Source: an optimization exercise on an open RTL-to-GDS flow (aim: small area, a short achievable clock period and few clock cycles per item). Production flows keep margins and buffers that such runs may drop. At most, simulation tests tie the RTL to the original design; equivalence was not proved. For run 5, only the layout was checked, not whether the RTL still works. Power is estimated from default activity; no workload was simulated.

==> design/flow/design.v <==
package lsu_pkg;
  localparam int word_w         = 64;
  localparam int beat_w         = 512;
  localparam int words_per_beat = beat_w / word_w;
  localparam int num_banks      = 4;
  localparam int addr_w         = 12;
  localparam int rd_latency     = 4;
  localparam int fifo_depth     = 2;
  localparam int cfg_w          = 16;
  typedef logic [word_w-1:0]            word_t;
  typedef logic [beat_w-1:0]            beat_t;
  typedef logic [addr_w-1:0]            addr_t;
  typedef logic [$clog2(num_banks)-1:0] bank_t;
  typedef logic [cfg_w-1:0]             cfg_t;
  typedef struct packed {
    logic [addr_w-1:0] cur;       
    logic [addr_w-1:0] row;       
    logic [addr_w-1:0] seg;       
    logic [1:0]        bank;      
    logic [cfg_w-1:0]  blk_rem;   
    logic [cfg_w-1:0]  j_rem;     
    logic [cfg_w-1:0]  s_rem;     
    logic              bl;        
    logic              jl;        
    logic              sl;        
  } gen_t;
endpackage
module lsu_addr_gen (
  input  lsu_pkg::gen_t g,
  input  lsu_pkg::cfg_t len,
  input  lsu_pkg::cfg_t block_factor,
  input  lsu_pkg::cfg_t seg_stride,
  output lsu_pkg::gen_t g_step
);
  localparam int AW = lsu_pkg::addr_w;
  localparam int CW = lsu_pkg::cfg_w;
  logic [CW-1:0] j_dec, blk_dec, s_dec;
  logic [AW-1:0] cur_inc, seg_sum, gen, prop;
  logic [AW:0]   carry;
  always_comb begin
    for (int i = 0; i < CW; i++) begin
      j_dec[i]   = g.j_rem[i]   ^ ~|(g.j_rem   & ((CW'(1) << i) - CW'(1)));
      blk_dec[i] = g.blk_rem[i] ^ ~|(g.blk_rem & ((CW'(1) << i) - CW'(1)));
      s_dec[i]   = g.s_rem[i]   ^ ~|(g.s_rem   & ((CW'(1) << i) - CW'(1)));
    end
    for (int i = 0; i < AW; i++) begin
      cur_inc[i] = g.cur[i] ^ &(g.cur | ~((AW'(1) << i) - AW'(1)));
    end
    gen  = g.seg & seg_stride[AW-1:0];
    prop = g.seg ^ seg_stride[AW-1:0];
    for (int i = 0; i <= AW; i++) begin
      carry[i] = 1'b0;
      for (int k = 0; k < i; k++) begin
        carry[i] = carry[i] | (gen[k] & &(prop | ~(((AW'(1) << i) - AW'(1)) & ~((AW'(1) << (k + 1)) - AW'(1)))));
      end
    end
    seg_sum = prop ^ carry[AW-1:0];
  end
  always_comb begin
    g_step = g;
    if (g.jl) begin
      g_step.seg     = seg_sum;
      g_step.cur     = g_step.seg;
      g_step.row     = g_step.seg;
      g_step.bank    = 2'd0;
      g_step.blk_rem = block_factor;
      g_step.bl      = (block_factor == CW'(1));
      g_step.j_rem   = len;
      g_step.jl      = (len == CW'(1));
      g_step.s_rem   = s_dec;
      g_step.sl      = (g.s_rem == CW'(2));
    end else begin
      g_step.j_rem = j_dec;
      g_step.jl    = (g.j_rem == CW'(2));
      if (g.bl) begin
        g_step.blk_rem = block_factor;
        g_step.bl      = (block_factor == CW'(1));
        g_step.bank    = g.bank + 1'b1;
        if (g.bank == 2'd3) begin
          g_step.cur = cur_inc;
          g_step.row = cur_inc;
        end else begin
          g_step.cur = g.row;
        end
      end else begin
        g_step.blk_rem = blk_dec;
        g_step.bl      = (g.blk_rem == CW'(2));
        g_step.cur     = cur_inc;
      end
    end
  end
endmodule
module lsu_top (
  input  logic                          clk,
  input  logic                          rst,
  input  lsu_pkg::beat_t                in_data,
  input  logic                          in_valid,
  output logic                          in_ready,
  output lsu_pkg::beat_t                out_data,
  output logic                          out_valid,
  input  logic                          out_ready,
  input  logic                          start,
  input  logic                          store,
  output logic                          done,
  input  lsu_pkg::cfg_t                 len,
  input  lsu_pkg::cfg_t                 seg_count,
  input  lsu_pkg::cfg_t                 block_factor,
  input  lsu_pkg::cfg_t                 seg_stride,
  input  lsu_pkg::cfg_t                 addr_offset,
  output lsu_pkg::addr_t                ram_addr,
  output lsu_pkg::word_t                ram_d,
  output logic                          ram_we,
  output logic [lsu_pkg::num_banks-1:0] ram_ce,
  input  logic [lsu_pkg::num_banks*lsu_pkg::word_w-1:0] ram_q
);
  localparam int AW = lsu_pkg::addr_w;
  localparam int CW = lsu_pkg::cfg_w;
  localparam int WW = lsu_pkg::word_w;
  localparam int RL = lsu_pkg::rd_latency;
  lsu_pkg::gen_t g, g_step, g_init, g_next;
  logic [7:0] wib;            
  logic       is_st;          
  logic       st_run;         
  logic       ld_run;         
  logic       stall;          
  logic       stall_r;        
  logic       wait_dlv;       
  logic       deliver_r;      
  logic       x_last;
  logic       issue, push, resume, deliver;
  logic       done_next;
  logic [RL:0] rv;            
  logic [RL:0] rlb;           
  logic [RL:0] rlx;           
  logic [1:0]  rbk [RL+1];
  logic        out_last;
  logic [WW-1:0] ret_word;
  assign x_last = g.jl & g.sl;
  assign deliver = out_valid & out_ready;
  assign stall   = out_valid & ~out_ready;
  assign issue   = (st_run & in_valid) | (ld_run & ~stall_r & ~wait_dlv);
  assign push    = ld_run & ~stall_r & ~wait_dlv & wib[0];
  assign resume  = wait_dlv & deliver_r;
  lsu_addr_gen i_step (
    .g (g), .len (len), .block_factor (block_factor), .seg_stride (seg_stride),
    .g_step (g_step)
  );
  always_comb begin
    g_init.cur     = addr_offset[AW-1:0];
    g_init.row     = addr_offset[AW-1:0];
    g_init.seg     = addr_offset[AW-1:0];
    g_init.bank    = 2'd0;
    g_init.blk_rem = block_factor;
    g_init.bl      = (block_factor == CW'(1));
    g_init.j_rem   = len;
    g_init.jl      = (len == CW'(1));
    g_init.s_rem   = seg_count;
    g_init.sl      = (seg_count == CW'(1));
  end
  always_ff @(posedge clk) begin
    if (start) begin
      g     <= g_init;
      wib   <= 8'd1;
      is_st <= store;
    end else if (resume) begin
      g   <= g_next;
      wib <= 8'd1;
    end else if (issue) begin
      g   <= g_step;
      wib <= {wib[6:0], wib[7]};
    end
  end
  always_ff @(posedge clk) begin
    if (push) begin
      g_next <= g;
    end
  end
  assign done_next = (st_run & in_valid & x_last) | (deliver & out_last);
  always_ff @(posedge clk) begin
    if (rst) begin
      st_run    <= 1'b0;
      ld_run    <= 1'b0;
      stall_r   <= 1'b0;
      wait_dlv  <= 1'b0;
      deliver_r <= 1'b0;
      done      <= 1'b0;
      in_ready  <= 1'b0;
    end else begin
      if (start) begin
        st_run   <= store;
        ld_run   <= ~store;
        wait_dlv <= 1'b0;
      end else begin
        if (issue & x_last) begin
          st_run <= 1'b0;
          ld_run <= 1'b0;
        end
        if (stall_r & ~out_last) begin
          ld_run   <= 1'b1;
          wait_dlv <= 1'b1;
        end else if (resume) begin
          wait_dlv <= 1'b0;
        end
      end
      stall_r   <= stall;
      deliver_r <= deliver;
      done      <= done_next;
      in_ready  <= ~start & st_run & ~(in_valid & x_last) &
                   (in_valid ? wib[6] : wib[7]);
    end
  end
  logic [WW-1:0] d_sel;
  always_comb begin
    d_sel = '0;
    for (int w = 0; w < 8; w++) d_sel |= in_data[w*WW +: WW] & {WW{wib[w]}};
  end
  always_ff @(posedge clk) begin
    if (rst) begin
      ram_we <= 1'b0;
      ram_ce <= '0;
      rv     <= '0;
      out_valid <= 1'b0;
    end else begin
      if (start) ram_we <= store;
      ram_ce <= issue ? (4'b0001 << g.bank) : 4'b0000;
      rv     <= stall_r ? '0 : {rv[RL-1:0], issue & ~is_st};
      out_valid <= stall | (rv[RL] & rlb[RL]);
    end
  end
  always_ff @(posedge clk) begin
    ram_addr <= g.cur;
    ram_d    <= d_sel;
    rlb      <= {rlb[RL-1:0], wib[7]};
    rlx      <= {rlx[RL-1:0], x_last};
    rbk[0]   <= g.bank;
    for (int i = 1; i <= RL; i++) rbk[i] <= rbk[i-1];
  end
  always_comb begin
    ret_word = '0;
    for (int b = 0; b < 4; b++) ret_word |= ram_q[b*WW +: WW] & {WW{rbk[RL] == 2'(b)}};
  end
  always_ff @(posedge clk) begin
    if (~stall) begin
      out_data <= {ret_word, out_data[lsu_pkg::beat_w-1:WW]};
      out_last <= rlx[RL];
    end
  end
endmodule
==> design/flow/flow/run.sh <==
#!/bin/bash
# Standard ORFS layout with two changes: ports get the smallest plain buffer
# (buf_1) instead of the delay buffer buffer_ports picks on its own, and the
# pins of each data bit are grouped on the die edge (flow/pins.tcl).
set -euo pipefail
bash standard.sh \
  "BUFFER_PORTS_ARGS=-buffer_cell sky130_fd_sc_hd__buf_1" \
  "PRE_IO_PLACEMENT_TCL=$PWD/flow/pins.tcl" \
  finish > standard_make.log 2>&1
==> design/flow/flow/pins.tcl <==
# Bit-slice pin groups: for bit b, the four ram_q words, the eight out_data
# words (in shift order), the eight in_data words and ram_d share one stretch
# of the die edge, so each slice's cells can sit together.
for {set b 0} {$b < 64} {incr b} {
  set names {}
  for {set k 0} {$k < 4} {incr k} { lappend names "ram_q\[[expr {64 * $k + $b}]\]" }
  for {set w 7} {$w >= 0} {incr w -1} { lappend names "out_data\[[expr {64 * $w + $b}]\]" }
  for {set w 0} {$w < 8} {incr w} { lappend names "in_data\[[expr {64 * $w + $b}]\]" }
  lappend names "ram_d\[$b\]"
  set_io_pin_constraint -pin_names $names -group -order
}
==> design/flow/standard.sh <==
#!/bin/bash
# synth_recipe.tcl (not shown) runs the flow's synth.tcl, then flattens the netlist and writes it again
# the make line also repeats each setting of config.mk as NAME=value (left out here)
make -C /OpenROAD-flow-scripts/flow DESIGN_CONFIG=/design/flow/config.mk WORK_HOME=/design/flow/orfs CLKGATE_MAP_FILE= SYNTH_SCRIPT=/design/flow/synth_recipe.tcl "${@:-finish}"
==> design/flow/config.mk <==
export PLATFORM = sky130hd
export DESIGN_NAME = lsu_top
export DESIGN_NICKNAME = lsu_top
export VERILOG_FILES = /design/flow/design.v
export SDC_FILE = /design/flow/constraint.sdc
export NUM_CORES = 4
export LEC_CHECK = 0
export ABC_CLOCK_PERIOD_IN_PS = 2000
export CAP_MARGIN = 20
export CORE_AREA = 3 3 497 497
export CTS_CLUSTER_DIAMETER = 80
export CTS_CLUSTER_SIZE = 24
export DIE_AREA = 0 0 500 500
export SETUP_SLACK_MARGIN = 3.3
export SLEW_MARGIN = 20
export TNS_END_PERCENT = 5
==> design/flow/constraint.sdc <==
create_clock -name core_clock -period 5.0 [get_ports {clk}]
set_input_delay 1.0000 -clock core_clock [delete_from_list [all_inputs] [get_ports {clk}]]
set_output_delay 1.0000 -clock core_clock [all_outputs]
set_load 0.01 [all_outputs]
==> results.cfg, run 1 <==
[layout]
final_common_cell = buf_1
final_cell_area_sq_um = 44400
multiInputGateArea_sq_um = 8260
nets = 4373
utilization_pct = 18.4
nFillCells = 26300
syn_to_final_growth_pct = 40.8
ff_latch_area_sq_um = 23300
drive_gt1_share_pct = 11.4
layout_common_cells = 1418 x buf_1, 690 x edfxtp_1, 260 x a22oi_1
layout.cells.non_filler = 6729

[floorplan]
num_rows = 180
core-area_sq_um = 242000
die_x_microns = 500
floorplan.initialDensity_pct = 13.1
die_h_microns = 500
die_area_sq_um = 250000
io_pins = 1450

[placed_design]
hpwl_microns = 84300
placed_cells = 6552
io_buffer_count = 1441
gp_congestion = 0.805
dpl_cell_area_sq_um = 41000

[clock_network]
clockBufferDepth = 3
clkSinkCount = 814
cts-buffers-inserted = 52
cts_tree = done
path_clk_slew_ns = 0.10
h-tree-depth = 2
cts_root_buf = clkbuf_16
cts_hold_buf = 0
clock_latency_ns = 0.74

[power_and_ir_drop]
power_switching_mw = 4.22
power_density_nw_per_um2 = 346
pwr-share-clk_pct = 32.0
p_comb_share_pct = 13.2
p_total_mw = 15.4
ir_worst_vdd_mv = 0.287
p_leak_nw = 14.0
sequentialPowerShare_pct = 54.9
p_sw_share_pct = 27.4
power.internal_mw = 11.2

[routing]
viasPerCell = 3.75
vias = 25200
drcViolationCount = 0
drtIter0Drc = 2150
firstDrtPassIters = 6
routed_wl_microns = 118000
antenna_left = 0
wire_per_inst_microns = 17.6

[worst_setup_path]
cp.buffers_inverters = 1
ff2ff_setup_slack_ns = 2.69
rr_endpoint = g[84]
path_max_fanout = 2
crit_type = reg -> out
cp.arrival_ns = 1.32
crit_start = out_data[453]
reg2reg_depth = 7
r2r-start = g[52]
slowest_delay_ns = 0.43
slowest_stage = edfxtp_1
cp_cell_sequence = buf_1
start_kind = register
path_delay_family = flip-flops
cp.required_ns = 4.00
end_kind = primary output

[timing]
slew-limit-headroom_pct = 41.1
clock_skew_ns = 0.102
max_freq_mhz = 430
period_share_pct = 46.5
hold_violations = 0
rsz0062_at_grt = yes
setup_viol_count_final = 0
period_minus_slack_ns = 2.32
drv_slew = 0
tightestPinTransition_ns = 0.883
tns_ns = 0

[logic_synthesis]
synthesis.nets = 2875
netlist_instances = 1989
synthArstFlopShare_pct = 0
syn_avg_cell_area_sq_um = 15.9
synth.top_cells.by_area = edfxtp_1 66%, dfxtp_1 7.9%, a22oi_1 6.2%
synth-warning-count = 3
ys_ff_latch = 814
synth-edff-count = 690
seq_area_frac_synth_pct = 73.5
synth_top_area_cell = edfxtp_1
synth_area_sq_um = 31600
synth_top_flop_cell = edfxtp_1
yosysUniqueCellTypes = 69
synth_top_cell_area_share_pct = 65.6

[worst_hold_path]
min_from = rbk[3][0]
hold_path_class = reg -> reg
min_path_cells = 0
whs_endpoint = rbk[4][0]

[grt]
grt_max_degree = 115
antenna_found_initial = 36
grt_pass1_vias = 24000
grt_pass1_wl_microns = 160000
grt_usage_pct = 8.53
overflow = 0

[flow_run]
maxCapViolations = 0

[status]
status = finished clean
how the worst max path moves through the flow:
stage / to / slack [ns] / cells after the start
after CTS: out_data[172] / 2.56 / 1
after global placement: g[71] / 1.82 / 7
after global routing: out_data[172] / 2.57 / 1
after detailed placement: g[71] / 1.78 / 7
after floorplan: out_data[0] / -0.05 / 1
final: out_data[453] / 2.68 / 1
state kept, by name, summed over array words and instances (netlist names), 4 cells and up:
signal and count:
g 89, g_next 89, out_data 512, ram_addr 12, ram_ce 4, ram_d 64
rbk 10, rlb 5, rlx 5, rv 5, wib 8
layout make-up:
type                            instances  share of cell area (%)
Sequential cell                       814                    52.4
Multi-Input combinational cell       1022                    18.6
Clock inverter                         38                    1.28
Timing Repair Buffer                 1559                    15.3
Inverter                               38                   0.329
Antenna cell                           13                  0.0732
Tap cell                             3185                    8.97
Clock buffer                           60                    3.02
synthesized netlist by cell type, types with 8 or more instances:
cell type and number:
edfxtp_1 690, a22oi_1 261, dfxtp_1 124, nand2_1 93, nand4_1 76, clkbuf_1 75
nor2_1 74, mux4_2 64, a21oi_1 63, o21ai_0 58, inv_1 37, nor3_1 36
ha_1 31, buf_1 29, xnor2_1 23, nor4_1 18, nand3_1 16, o31ai_1 13
xor2_1 13, buf_2 12, o32ai_1 12, mux2i_1 10, nor2b_1 10, o22ai_1 10
o22a_1 9, a211oi_1 8, and2_1 8, nor3b_1 8
power groups by stage:
stage	logic (mW)	registers (mW)	clock network, mW
2_1_floorplan	0.646	8.71	0
3_5_place_dp	1.75	8.59	0
3_3_place_gp	1.72	8.56	0
5_1_grt	2.19	8.53	5.38
6_report	2.02	8.44	4.92
4_1_cts	1.93	8.46	5.17
kinds of logic after synthesis:
family / after synthesis / share of synthesized area [%]
buf+inv: 155 / 1.91
xor+xnor: 36 / 0.999
simple gates: 375 / 6.11
mux: 76 / 4.96
fa+ha+maj: 32 / 1.29
flops: 814 / 73.5
compound gates: 501 / 11.2
what timing repair did:
action	4_1_cts	5_1_grt
pin swaps	33	13
resized for setup	202	43
setup endpoints to repair	1397	1364
buffers inserted	29	30
gates cloned	4	3
through the flow:
step,hold slack [ns],setup WS [ns]
after floorplan,0.310,-0.0495
after global placement,0.310,1.82
after detailed placement,0.312,1.78
after CTS,0.331,2.56
after global routing,0.338,2.57
final,0.328,2.68
metal layers:
metal  up-vias  GRT usage, %  share of wire [%]
met1     12400          9.95                 37
met2      1597          14.5                 48
met5         -             0              0.052
met3       179          2.81                 12
met4        10          3.10                3.4
li1      11100             -                  -
Testbench counts, summed over its fixed seeds: cycles 73,854, items 9,040.
==> run 2: changes to the inputs <==
--- a/design/flow/config.mk
+++ b/design/flow/config.mk
@@ -12,5 +12,5 @@
 export CTS_CLUSTER_SIZE = 24
 export DIE_AREA = 0 0 500 500
-export SETUP_SLACK_MARGIN = 3.3
+export SETUP_SLACK_MARGIN = 2.4
 export SLEW_MARGIN = 20
 export TNS_END_PERCENT = 5
==> run 2 against run 1 <==
Effect of this change:
- count of clock-buffer cells in the layout stayed put
- sequential power hardly changed
- sequential share of layout area is 1.6 points higher
- register-to-register slack worse by 0.26 ns
- total power is 1.9% lower
- routed wire length is 2.6% lower
- critical path depth is 5 higher
- synthesized cell count stayed put
- largest power group unchanged
==> results.cfg, run 2 <==
[routing]
firstDrtPassIters = 6
drtIter0Drc = 2180
antenna_left = 0
drcViolationCount = 0
vias = 24700
viasPerCell = 3.71
routed_wl_microns = 115000
wire_per_inst_microns = 17.3

[worst_setup_path]
path_max_fanout = 6
start_kind = register
slowest_stage = a221oi_1
cp_cell_sequence = ha_1 -> a311oi_1 -> o32a_2 -> xnor2_1 -> a221oi_1 -> a21oi_1
crit_end = g[71]
rr_endpoint = g[71]
cp.required_ns = 5.48
crit_cells = 6
path_delay_family = compound AO/OA/AOI/OAI gates
crit_start = g[55]
cp.arrival_ns = 3.05
crit_type = reg -> reg
end_kind = register
slowest_delay_ns = 0.53
cp.buffers_inverters = 0
ff2ff_setup_slack_ns = 2.43
r2r-start = g[55]
reg2reg_depth = 6

[layout]
final_cell_area_sq_um = 43000
regMostFlops = out_data
syn_to_final_growth_pct = 36.3
final_common_cell = buf_1
nets = 4307
drive_gt1_share_pct = 7.24
layout_common_cells = 1429 x buf_1, 690 x edfxtp_1, 261 x a22oi_1
reg_top3 = out_data: 512 flops, g: 89 flops, g_next: 89 flops
largest_register_ff_count = 512

[timing]
period_share_pct = 51.4
period_minus_slack_ns = 2.57
rsz0062_at_grt = yes
hold_violations = 0
tightestPinTransition_ns = 1.09
max_freq_mhz = 389
setup_viol_count_final = 0
slew-limit-headroom_pct = 27.6
tns_ns = 0
fin_hold_ws_ns = 0.330
clock_skew_ns = 0.101
drv_slew = 0

[placed_design]
gp_congestion = 0.805
dpl_cell_area_sq_um = 41000
hpwl_microns = 84300
io_buffer_count = 1441

[floorplan]
die_x_microns = 500
core-area_sq_um = 242000
die_area_sq_um = 250000
io_pins = 1450
floorplan.initialDensity_pct = 13.1
die_h_microns = 500
num_rows = 180

[clock_network]
cts-buffers-inserted = 52
cts_tree = done
postCtsSetupRepairBufs = 0
cts_root_buf = clkbuf_16
h-tree-depth = 2
path_clk_slew_ns = 0.10
clock_latency_ns = 0.74
cts_hold_buf = 0
clkSinkCount = 814
clockBufferDepth = 3
cts_resized = 21

[logic_synthesis]
seq_area_frac_synth_pct = 73.5
syn_avg_cell_area_sq_um = 15.9
synth.most_common_cell = edfxtp_1
synthArstFlopShare_pct = 0
netlist_instances = 1989
ys_ff_latch = 814
synth-warning-count = 3
synth_top_area_cell = edfxtp_1
synth_top_flop_cell = edfxtp_1
synth-edff-count = 690
synthesis.nets = 2875
synth_area_sq_um = 31600
synthTopCellsByCount = 690 x edfxtp_1, 261 x a22oi_1, 124 x dfxtp_1, 93 x nand2_1, 76 x nand4_1
synth.top_cells.by_area = edfxtp_1 66%, dfxtp_1 7.9%, a22oi_1 6.2%
yosysUniqueCellTypes = 69
synth_top_cell_area_share_pct = 65.6

[grt]
overflow = 0
grt_usage_pct = 8.41
antenna_found_initial = 34
grt_pass1_vias = 23800
grt_pass1_wl_microns = 158000
grt_max_degree = 115

[worst_hold_path]
hold_path_class = reg -> reg

[status]
status = finished clean

[power_and_ir_drop]
pwr-share-clk_pct = 32.5
p_sw_share_pct = 27.2
p_comb_share_pct = 11.6
sequentialPowerShare_pct = 55.9
ir_worst_vdd_mv = 0.287
power.internal_mw = 11.0
p_leak_nw = 13.4
power_switching_mw = 4.10
power_density_nw_per_um2 = 351

[flow_run]
maxCapViolations = 0
[run 2: cell counts after synthesis]
No cell type changed its count.
[run 2: logic make-up (layout without fill, tap and decap cells)]
logic type               Yosys count  after routing  synth area share (%)
adder cells (fa/ha/maj)           32             32                  1.29
flip-flops                       814            814                  73.5
AND/OR/NAND/NOR                  375            375                  6.11
XOR/XNOR                          36             36                 0.999
multiplexers                      76             76                  4.96
buffers and inverters            155           1631                  1.91
AO/OA/AOI/OAI                    501            501                  11.2
other                              0             15                     0
[run 2: how the worst min path moves through the flow]
stage	startpoint	endpoint	slack (ns)	cells past startpoint
after floorplan	rbk[0][0]	rbk[1][0]	0.31	0
after detailed placement	rbk[2][0]	rbk[3][0]	0.31	0
after CTS	rbk[3][1]	rbk[4][1]	0.33	0
final	rbk[3][1]	rbk[4][1]	0.33	0
after global placement	rbk[1][1]	rbk[2][1]	0.31	0
after global routing	rbk[1][0]	rbk[2][0]	0.34	0
[run 2: layout make-up]
type,instances,area [sq um]
tap,3185,3990
multi-input combinational,1020,7780
sequential,814,23200
antenna,15,37.5
inverter,38,143
clock inverter,38,571
timing repair buffer,1495,5930
clock buffer,60,1340
fill,26500,199000
[run 2: routing by layer]
| metal | routed length [microns] | part of all wire [%] | GRT usage [%] | up-vias |
|---|---|---|---|---|
| met5 | 62 | 0.054 | 0 | - |
| li1 | - | - | - | 10900 |
| met3 | 12900 | 11 | 2.66 | 156 |
| met1 | 43100 | 37 | 9.89 | 12200 |
| met2 | 55800 | 49 | 14.4 | 1450 |
| met4 | 3230 | 2.8 | 2.78 | 10 |
[run 2: through the flow]
| stage | instances | worst slack, ns | utilization, % | total power, mW |
|---|---|---|---|---|
| CTS | 6650 | 2.28 | 17.8 | 15.4 |
| floorplan | 1989 | -0.0495 | - | 9.35 |
| global route | 6657 | 2.25 | 17.8 | 15.8 |
| finish | 6665 | 2.43 | 17.8 | 15.1 |
| detailed placement | 6552 | 1.78 | 17.0 | 10.3 |
| global placement | 6552 | 1.82 | 17.0 | 10.3 |
[run 2: power by group through the flow]
| stage | logic, mW | registers [mW] | clock network, mW |
|---|---|---|---|
| after floorplan | 0.646 | 8.71 | 0 |
| after global placement | 1.72 | 8.56 | 0 |
| after detailed placement | 1.75 | 8.59 | 0 |
| after CTS | 1.77 | 8.45 | 5.17 |
| after global routing | 1.92 | 8.52 | 5.38 |
| final | 1.75 | 8.44 | 4.90 |
==> run 3: changes to the inputs <==
--- a/design/flow/config.mk
+++ b/design/flow/config.mk
@@ -12,5 +12,5 @@
 export CTS_CLUSTER_SIZE = 24
 export DIE_AREA = 0 0 500 500
-export SETUP_SLACK_MARGIN = 2.4
+export SETUP_SLACK_MARGIN = 2.6
 export SLEW_MARGIN = 20
 export TNS_END_PERCENT = 5
==> run 3 against run 2 <==
Effect of this change:
- worst setup slack improved by 0.10 ns
- fmax rose by 4.3%
- cell count rose by 0.12%
- hold slack got worse by 0.0018 ns
- clock power barely moved
==> results.cfg, run 3 <==
[timing]
clock_skew_ns = 0.107
hold_violations = 0
tns_ns = 0
setup_viol_count_final = 0
period_share_pct = 49.3
max_freq_mhz = 406
tightestPinTransition_ns = 1.08
drv_slew = 0
period_minus_slack_ns = 2.46
rsz0062_at_grt = yes
slew-limit-headroom_pct = 28.1

[layout]
final_cell_area_sq_um = 43300
multiInputGateArea_sq_um = 7940
reg_top3 = out_data: 512 flops, g: 89 flops, g_next: 89 flops
regMostFlops = out_data
largest_register_ff_count = 512
layout_common_cells = 1426 x buf_1, 690 x edfxtp_1, 261 x a22oi_1
nets = 4316
nFillCells = 26400
drive_gt1_share_pct = 8.26
syn_to_final_growth_pct = 37.3
final_common_cell = buf_1
ff_latch_area_sq_um = 23300

[logic_synthesis]
ys_ff_latch = 814
synth_top_cell_area_share_pct = 65.6
synth_area_sq_um = 31600
netlist_instances = 1989
synth_top_flop_cell = edfxtp_1
synth_top_area_cell = edfxtp_1
synth.most_common_cell = edfxtp_1
synth.top_cells.by_area = edfxtp_1 66%, dfxtp_1 7.9%, a22oi_1 6.2%
synth-edff-count = 690
syn_avg_cell_area_sq_um = 15.9
synth-warning-count = 3
yosysUniqueCellTypes = 69
seq_area_frac_synth_pct = 73.5
synthArstFlopShare_pct = 0
synthesis.nets = 2875
synthTopCellsByCount = 690 x edfxtp_1, 261 x a22oi_1, 124 x dfxtp_1, 93 x nand2_1, 76 x nand4_1

[clock_network]
cts_root_buf = clkbuf_16
clkSinkCount = 814
cts-buffers-inserted = 52
cts_tree = done
h-tree-depth = 2
clockBufferDepth = 3
path_clk_slew_ns = 0.10
clock_latency_ns = 0.75

[power_and_ir_drop]
p_leak_nw = 13.6
power_density_nw_per_um2 = 351
ir_worst_vdd_mv = 0.287

[routing]
antenna_left = 0
wire_per_inst_microns = 17.3
vias = 24800
drcViolationCount = 0
routed_wl_microns = 115000
viasPerCell = 3.71
firstDrtPassIters = 5
drtIter0Drc = 2141

[worst_hold_path]
hold_path_class = reg -> reg

[floorplan]
die_x_microns = 500
die_h_microns = 500
num_rows = 180
die_area_sq_um = 250000
floorplan.initialDensity_pct = 13.1
io_pins = 1450
core-area_sq_um = 242000

[placed_design]
gp_congestion = 0.805
dpl_cell_area_sq_um = 41000
io_buffer_count = 1441
hpwl_microns = 84300

[grt]
antenna_found_initial = 34
overflow = 0
grt_pass1_wl_microns = 158000
grt_usage_pct = 8.41
grt_pass1_vias = 23800
grt_max_degree = 115

[worst_setup_path]
crit_type = reg -> reg
path_max_fanout = 37
start_kind = register
end_kind = register
cp.required_ns = 5.35
cp.arrival_ns = 2.82

[status]
status = finished clean

[flow_run]
maxCapViolations = 0
## run 3: cell count changes in the layout (fill, tap and decap cells not counted), sizes merged
cell,delta
buf,+15
clkdlybuf4s15,-6
diode,-1
## run 3: cell families (layout without fill, tap and decap cells)
logic type,Yosys count,after routing,share of synthesized area (%)
DFF,814,814,73.5
AOI/OAI and AO/OA,501,501,11.2
and+or+nand+nor,375,375,6.11
buffers and inverters,155,1640,1.91
muxes,76,76,4.96
xor gates and xnor gates,36,36,0.999
adders and majority gates,32,32,1.29
other,0,14,0
## run 3: final timing paths
kind / cells after the start / to / slack, ns / start
max: 2 / g_next[4] / 2.54 / wib[0]
min: 0 / rbk[4][0] / 0.33 / rbk[3][0]
max reg2reg: 2 / g_next[4] / 2.54 / wib[0]
min reg2reg: 0 / rbk[4][0] / 0.33 / rbk[3][0]
## run 3: stage by stage
stage	worst slack (ns)	power [mW]	hold slack [ns]	utilization [%]	cells
floorplan	-0.0495	9.35	0.310	-	1989
global placement	1.82	10.3	0.310	17.0	6552
detailed placement	1.78	10.3	0.312	17.0	6552
CTS	2.43	15.4	0.331	17.8	6650
global route	2.43	15.9	0.339	17.9	6666
finish	2.54	15.2	0.328	17.9	6673
## run 3: cell type report
class	count	area share, %
Timing Repair Buffer	1504	14.0
Sequential cell	814	53.7
Inverter	38	0.329
Multi-Input combinational cell	1020	18.3
Clock buffer	60	3.10
Clock inverter	38	1.32
Antenna cell	14	0.0808
Tap cell	3185	9.20
## run 3: routing by layer
metal  up-vias  wire, microns  share of wire, %  global-route usage [%]
met5         -             62             0.054                       0
met4        10           3220               2.8                    2.78
met3       162          13400                12                    2.76
met2      1510          55900                48                    14.5
met1     12200          42700                37                    9.83
li1      10900              -                 -                       -
## run 3: worst max-delay path, stage by stage (launching register included)
cell	delay, ns
dfxtp_4	0.81
and2_4	0.69
buf_4	0.48
## run 3: where the power goes
| part | internal (mW) | leakage, nW | switching (mW) | total [mW] |
|---|---|---|---|---|
| sequential | 8.06 | 8.18 | 0.385 | 8.45 |
| clock | 2.24 | 0.905 | 2.68 | 4.92 |
| combinational | 0.737 | 4.48 | 1.08 | 1.82 |
| total | 11.0 | 13.6 | 4.15 | 15.2 |
## run 3: what timing repair did
| item | in CTS | in global routing |
|---|---|---|
| buffers inserted | 0 | 9 |
| hold buffers | 0 | 0 |
| resized for setup | 71 | 30 |
| setup endpoints to repair | 217 | 223 |
| pin swaps | 0 | 6 |
==> run 4: changes to the inputs <==
--- a/design/flow/config.mk
+++ b/design/flow/config.mk
@@ -12,5 +12,5 @@
 export CTS_CLUSTER_SIZE = 24
 export DIE_AREA = 0 0 500 500
-export SETUP_SLACK_MARGIN = 2.6
+export SETUP_SLACK_MARGIN = 2.7
 export SLEW_MARGIN = 20
 export TNS_END_PERCENT = 5
==> run 4 against run 3 <==
Effect of this change:
- first-iteration DRC count grew 3.8%
- count of clock-buffer cells in the layout unchanged
- die area unchanged
- register-to-register slack better by 0.16 ns
- critical path type is now reg -> out
- largest cell class unchanged
- largest power group unchanged
==> results.cfg, run 4 <==
[worst_setup_path]
slowest_stage = edfxtp_1
path_max_fanout = 2
cp.arrival_ns = 1.34
cp_cell_sequence = buf_1
cp.required_ns = 4.00
cp.buffers_inverters = 1
start_kind = register
end_kind = primary output
path_delay_family = flip-flops
ff2ff_setup_slack_ns = 2.70
crit_type = reg -> out
slowest_delay_ns = 0.43

[power_and_ir_drop]
power_density_nw_per_um2 = 349
ir_worst_vdd_mv = 0.287
p_leak_nw = 13.6

[layout]
drive_gt1_share_pct = 9.05
nets = 4321
final_common_cell = buf_1
reg_top3 = out_data: 512 flops, g: 89 flops, g_next: 89 flops
layout_common_cells = 1423 x buf_1, 690 x edfxtp_1, 261 x a22oi_1
final_cell_area_sq_um = 43500
utilization_pct = 18.0
layout.cells.non_filler = 6673
syn_to_final_growth_pct = 38.0
regMostFlops = out_data
largest_register_ff_count = 512

[timing]
slew-limit-headroom_pct = 39.0
rsz0062_at_grt = yes
period_share_pct = 46.7
setup_viol_count_final = 0
tns_ns = 0
clock_skew_ns = 0.105
max_freq_mhz = 428
hold_violations = 0
tightestPinTransition_ns = 0.915
drv_slew = 0
period_minus_slack_ns = 2.34

[logic_synthesis]
synth_top_area_cell = edfxtp_1
seq_area_frac_synth_pct = 73.5
synth-edff-count = 690
synth-warning-count = 3
synth.top_cells.by_area = edfxtp_1 66%, dfxtp_1 7.9%, a22oi_1 6.2%
synthTopCellsByCount = 690 x edfxtp_1, 261 x a22oi_1, 124 x dfxtp_1, 93 x nand2_1, 76 x nand4_1
netlist_instances = 1989
synth_top_flop_cell = edfxtp_1
synthArstFlopShare_pct = 0
synth.most_common_cell = edfxtp_1
yosysUniqueCellTypes = 69
synthesis.nets = 2875
syn_avg_cell_area_sq_um = 15.9
ys_ff_latch = 814
synth_top_cell_area_share_pct = 65.6
synth_area_sq_um = 31600

[routing]
antenna_left = 0
wire_per_inst_microns = 17.3
viasPerCell = 3.73
drcViolationCount = 0
vias = 24900
firstDrtPassIters = 5
drtIter0Drc = 2223
routed_wl_microns = 115000

[placed_design]
placed_cells = 6552
io_buffer_count = 1441
gp_congestion = 0.805
hpwl_microns = 84300
dpl_cell_area_sq_um = 41000

[clock_network]
path_clk_slew_ns = 0.10
clockBufferDepth = 3
cts_hold_buf = 0
clock_latency_ns = 0.74
cts-buffers-inserted = 52
h-tree-depth = 2
cts_root_buf = clkbuf_16
clkSinkCount = 814
cts_tree = done

[floorplan]
die_x_microns = 500
num_rows = 180
core-area_sq_um = 242000
floorplan.initialDensity_pct = 13.1
io_pins = 1450
die_area_sq_um = 250000
die_h_microns = 500

[grt]
grt_pass1_wl_microns = 159000
grt_pass1_vias = 23800
antenna_found_initial = 32
overflow = 0
grt_max_degree = 115
grt_usage_pct = 8.42

[flow_run]
maxCapViolations = 0

[worst_hold_path]
hold_path_class = reg -> reg

[status]
status = finished clean
run 4: cell types whose count changed in the layout (fill, tap and decap cells not counted), moves of 3 or more:
cell,change
dfxtp_2,+10
diode_2,-5
dfxtp_1,-12
buf_2,-4
buf_1,-3
buf_12,+7
run 4: where the power goes:
part	internal [mW]	switching (mW)
logic	0.760	1.09
clock network	2.24	2.67
registers	8.06	0.390
run 4: layout make-up:
cell class,instances,area [sq um]
fill,26400,198000
sequential,814,23300
multi-input combinational,1021,8000
timing repair buffer,1508,6210
tap,3185,3990
clock buffer,60,1340
clock inverter,38,571
inverter,38,143
antenna,9,22.5
run 4: timing repair:
item                                   CTS  global route
gates cloned                             0             1
setup endpoints to repair              673           682
pin swaps                                5             7
setup buffers                            7             6
endpoints found under the hold margin    0             0
resized for setup                      132            26
run 4: final timing paths:
kind                                    start            end  cells past startpoint
worst min register to register      rbk[3][0]      rbk[4][0]                      0
worst max register to register          g[55]          g[88]                      6
worst max-delay path            out_data[453]  out_data[453]                      1
worst min-delay path                rbk[3][0]      rbk[4][0]                      0
run 4: cell families after synthesis:
group | count (synthesis) | synth area share (%)
flip-flops | 814 | 73.5
AO/OA/AOI/OAI | 501 | 11.2
buffers and inverters | 155 | 1.91
XOR/XNOR | 36 | 0.999
multiplexers | 76 | 4.96
adder cells (fa/ha/maj) | 32 | 1.29
AND/OR/NAND/NOR | 375 | 6.11
run 4: per-layer routing:
| layer | share of wire, % | up-vias | global-route usage, % | wire length, microns |
|---|---|---|---|---|
| met1 | 37 | 12200 | 9.84 | 42800 |
| li1 | - | 10900 | - | - |
| met2 | 48 | 1520 | 14.5 | 55900 |
| met3 | 11 | 176 | 2.71 | 13200 |
| met5 | 0.054 | - | 0 | 62 |
| met4 | 3.0 | 10 | 2.83 | 3480 |
run 4: per-stage QoR:
| step | hold WS, ns | worst slack [ns] | power (mW) |
|---|---|---|---|
| 2_1_floorplan | 0.310 | -0.0495 | 9.35 |
| 3_3_place_gp | 0.310 | 1.82 | 10.3 |
| 3_5_place_dp | 0.312 | 1.78 | 10.3 |
| 4_1_cts | 0.331 | 2.56 | 15.5 |
| 5_1_grt | 0.339 | 2.57 | 15.9 |
| 6_report | 0.329 | 2.66 | 15.2 |
run 4: worst register-to-register path, cell delays in order, from the launching register on:
cell	delay [ns]
edfxtp_1	0.47
ha_4	0.33
a311oi_4	0.12
or3_1	0.40
a311o_1	0.32
a221oi_2	0.31
nor4_1	0.10
==> run 5: changes to the inputs <==
--- a/design/flow/design.v
+++ b/design/flow/design.v
@@ -37,5 +37,6 @@
   logic [CW-1:0] j_dec, blk_dec, s_dec;
   logic [AW-1:0] cur_inc, seg_sum, gen, prop;
-  logic [AW:0]   carry;
+  logic [AW:0]   carry, hi_c0, hi_c1;
+  logic          chain;
   always_comb begin
     for (int i = 0; i < CW; i++) begin
@@ -49,9 +50,25 @@
     gen  = g.seg & seg_stride[AW-1:0];
     prop = g.seg ^ seg_stride[AW-1:0];
-    for (int i = 0; i <= AW; i++) begin
+    hi_c0 = '0;
+    hi_c1 = '0;
+    for (int i = 0; i <= AW / 2; i++) begin
       carry[i] = 1'b0;
       for (int k = 0; k < i; k++) begin
-        carry[i] = carry[i] | (gen[k] & &(prop | ~(((AW'(1) << i) - AW'(1)) & ~((AW'(1) << (k + 1)) - AW'(1)))));
-      end
+        chain = 1'b1;
+        for (int m = k + 1; m < i; m++) chain = chain & prop[m];
+        carry[i] = carry[i] | (gen[k] & chain);
+      end
+    end
+    for (int i = AW / 2 + 1; i <= AW; i++) begin
+      hi_c0[i] = 1'b0;
+      for (int k = AW / 2; k < i; k++) begin
+        chain = 1'b1;
+        for (int m = k + 1; m < i; m++) chain = chain & prop[m];
+        hi_c0[i] = hi_c0[i] | (gen[k] & chain);
+      end
+      chain = 1'b1;
+      for (int m = AW / 2; m < i; m++) chain = chain & prop[m];
+      hi_c1[i] = hi_c0[i] | chain;
+      carry[i] = carry[AW / 2] ? hi_c1[i] : hi_c0[i];
     end
     seg_sum = prop ^ carry[AW-1:0];
--- a/design/flow/config.mk
+++ b/design/flow/config.mk
@@ -12,5 +12,5 @@
 export CTS_CLUSTER_SIZE = 24
 export DIE_AREA = 0 0 500 500
-export SETUP_SLACK_MARGIN = 2.7
+export SETUP_SLACK_MARGIN = 3.0
 export SLEW_MARGIN = 20
 export TNS_END_PERCENT = 5
==> run 5 against run 4 <==
Effect of this change:
- still clean
- sequential power up 4.9%
- non-clock buffer count grew 58
- critical path depth is the same
- fmax is 0.17% lower
- worst setup slack got worse by 0.0040 ns
- synthesized area down 0.91%
- cell count rose by 0.34%
- count of clock-buffer cells in the layout grew 2
- critical endpoint is now out_valid
- largest cell class unchanged
- highest routed layer unchanged
==> results.cfg, run 5 <==
[status]
status = finished clean

[timing]
rsz0062_at_grt = yes
period_minus_slack_ns = 2.34
tns_ns = 0
slew-limit-headroom_pct = 34.3
fin_hold_ws_ns = 0.313
tightestPinTransition_ns = 0.985
period_share_pct = 46.8
drv_slew = 0
clock_skew_ns = 0.0529
setup_viol_count_final = 0
max_freq_mhz = 427
hold_violations = 0
layout_setup_ws_ns = 2.66

[logic_synthesis]
synthTopCellsByCount = 690 x edfxtp_1, 259 x a22oi_1, 124 x dfxtp_1, 97 x nand2_1, 96 x nor2_1
syn_avg_cell_area_sq_um = 16.0
synth_top_flop_cell = edfxtp_1
synthArstFlopShare_pct = 0
yosysUniqueCellTypes = 69
synth-warning-count = 3
synth_area_sq_um = 31300
synth_top_area_cell = edfxtp_1
synthesis.nets = 2845
synth.most_common_cell = edfxtp_1
seq_area_frac_synth_pct = 74.2
ys_ff_latch = 814
synth.top_cells.by_area = edfxtp_1 66%, dfxtp_1 7.9%, a22oi_1 6.2%
synth-edff-count = 690
synth_top_cell_area_share_pct = 66.3
netlist_instances = 1958

[layout]
final_common_cell = buf_1
regMostFlops = out_data
final_cell_area_sq_um = 44000
layout.cells.non_filler = 6696
layout_common_cells = 1396 x buf_1, 690 x edfxtp_1, 259 x a22oi_1
utilization_pct = 18.2
nets = 4355
drive_gt1_share_pct = 12.5
syn_to_final_growth_pct = 40.7
reg_top3 = out_data: 512 flops, g: 89 flops, g_next: 89 flops
largest_register_ff_count = 512

[grt]
overflow = 0
grt_usage_pct = 8.31
antenna_found_initial = 26
grt_max_degree = 95
grt_pass1_vias = 23700
grt_pass1_wl_microns = 156000

[worst_setup_path]
cp.buffers_inverters = 1
cp.required_ns = 4.00
path_max_fanout = 3
path_delay_family = flip-flops
cp_cell_sequence = buf_6
reg2reg_depth = 7
crit_cells = 1
end_kind = primary output
ff2ff_setup_slack_ns = 2.69
slowest_stage = dfxtp_4
crit_type = reg -> out
slowest_delay_ns = 0.47
start_kind = register
cp.arrival_ns = 1.34
rr_endpoint = g[75]
r2r-start = g[60]

[placed_design]
hpwl_microns = 82800
placed_cells = 6527
dpl_cell_area_sq_um = 40800
io_buffer_count = 1441
post-place-ws_ns = 1.52
gp_congestion = 0.782

[routing]
drcViolationCount = 0
routed_wl_microns = 115000
viasPerCell = 3.68
antenna_left = 0
drtIter0Drc = 1966
wire_per_inst_microns = 17.2
vias = 24700
firstDrtPassIters = 7

[floorplan]
die_x_microns = 500
floorplan.initialDensity_pct = 12.9
die_area_sq_um = 250000
io_pins = 1450
num_rows = 180
core-area_sq_um = 242000
die_h_microns = 500

[clock_network]
cts_tree = done
h-tree-depth = 2
clkSinkCount = 814
clockBufferDepth = 3
cts_root_buf = clkbuf_16
clock_latency_ns = 0.71
cts-buffers-inserted = 49
path_clk_slew_ns = 0.09

[power_and_ir_drop]
p_total_mw = 16.0
ir_worst_vdd_mv = 0.311
power_density_nw_per_um2 = 364
p_leak_nw = 14.0

[worst_hold_path]
whs_endpoint = rlb[4]
min_from = rlb[3]
hold_path_class = reg -> reg
min_path_cells = 0

[flow_run]
maxCapViolations = 0
[run 5: cell count changes after synthesis, sizes merged, moves of 6 or more]
cell | before | now
a21oi | 63 | 74
a221oi | 8 | 1
clkbuf | 75 | 69
inv | 37 | 24
nand4 | 76 | 70
nor2 | 74 | 96
nor2b | 10 | 3
nor3 | 37 | 18
o21ai | 58 | 66
o22a | 9 | 1
xor2 | 13 | 21
[run 5: what timing repair did]
action / CTS / global route
setup buffers: 30 / 39
endpoints found under the hold margin: 0 / 0
resized for setup: 147 / 97
hold buffers: 0 / 0
endpoints found under the setup margin: 1311 / 1218
pin swaps: 23 / 16
cloned: 4 / 2
[run 5: where the power goes]
part	internal (mW)	switching (mW)	leakage [nW]
logic	0.952	1.38	4.96
clock network	2.28	2.54	0.874
registers	8.36	0.502	8.18
[run 5: worst max path at each step]
stage	startpoint	to	slack, ns
finish	out_valid	out_valid	2.66
global route	out_valid	out_valid	2.56
detailed placement	start	g[83]	1.52
global placement	start	g[83]	1.55
CTS	out_valid	out_valid	2.55
floorplan	out_ready	out_data[0]	-0.05
[run 5: worst register-to-register path: stages, from the launching register on]
cell and delay (ns):
edfxtp_1 0.43, ha_2 0.45, nand2_1 0.09, a21oi_1 0.36, and3b_1 0.26, or3_1 0.13
nand2_1 0.08, a311oi_1 0.32
[run 5: cells by family (layout without fill, tap and decap cells)]
family                   count (synthesis)  after routing  share of synthesized area (%)
flip-flops                             814            814                           74.2
AO/OA/AOI/OAI                          483            484                           10.6
AND/OR/NAND/NOR                        367            372                           5.85
buffers and inverters                  138           1682                           1.68
multiplexers                            77             77                           5.04
XOR/XNOR                                46             46                           1.29
adder cells (fa/ha/maj)                 33             33                           1.34
other                                    0              3                              0
[run 5: routing by layer]
layer	global-route usage (%)	share of wire (%)	vias up
met1	10.1	38	12200
met2	13.8	47	1456
met5	0	0.090	-
li1	-	-	10900
met3	2.64	11	165
met4	2.71	2.9	16
[run 5: layout make-up]
type	instances	area [sq um]
fillers	26400	198000
flip-flops and latches	814	23300
multi-input cells	1012	8120
repair buffers	1566	6680
well taps	3185	3990
clock buffers	62	1340
clock inverters	29	493
inverters	25	97.6
diodes	3	7.51

[what the ideal ports hide]
How much do the figures lean on ideal ports? The routed layouts below were timed once more, with nothing changed but the port constraints. Step 1 (the two cells are an assumption about what drives the block):
set clk [get_ports {clk}]
set_driving_cell -lib_cell sky130_fd_sc_hd__clkbuf_16 $clk
set_driving_cell -lib_cell sky130_fd_sc_hd__buf_2 [delete_from_list [all_inputs] $clk]
Step 2, shift: input delay + t, output delay - t, t = (earliest + latest rising clock arrival at the registers) / 2. This alone moves slack from input paths to output paths. Three values: ideal ports, drivers, drivers and shift; two values: the first two.
| run | shift t [ns] | setup slack, ns | worst register clock-pin slew, ns | worst data-port slew with drivers (ns) |
|---|---|---|---|---|
| run 1 | 0.771 | 2.675 / 2.581 / 1.810 | 0.10 / 0.10 | 0.35 |
| run 2 | 0.768 | 2.431 / 2.375 / 1.726 | 0.10 / 0.10 | 0.36 |
| run 3 | 0.769 | 2.536 / 2.490 / 1.812 | 0.10 / 0.10 | 0.36 |
| run 4 | 0.769 | 2.664 / 2.589 / 1.838 | 0.10 / 0.10 | 0.35 |
| run 5 | 0.759 | 2.660 / 2.587 / 1.965 | 0.10 / 0.10 | 0.34 |
After both steps every run listed still meets setup and hold. For run 1, which loses most, drivers alone change the setup slack by -0.094 ns; drivers and shift together by -0.865 ns.
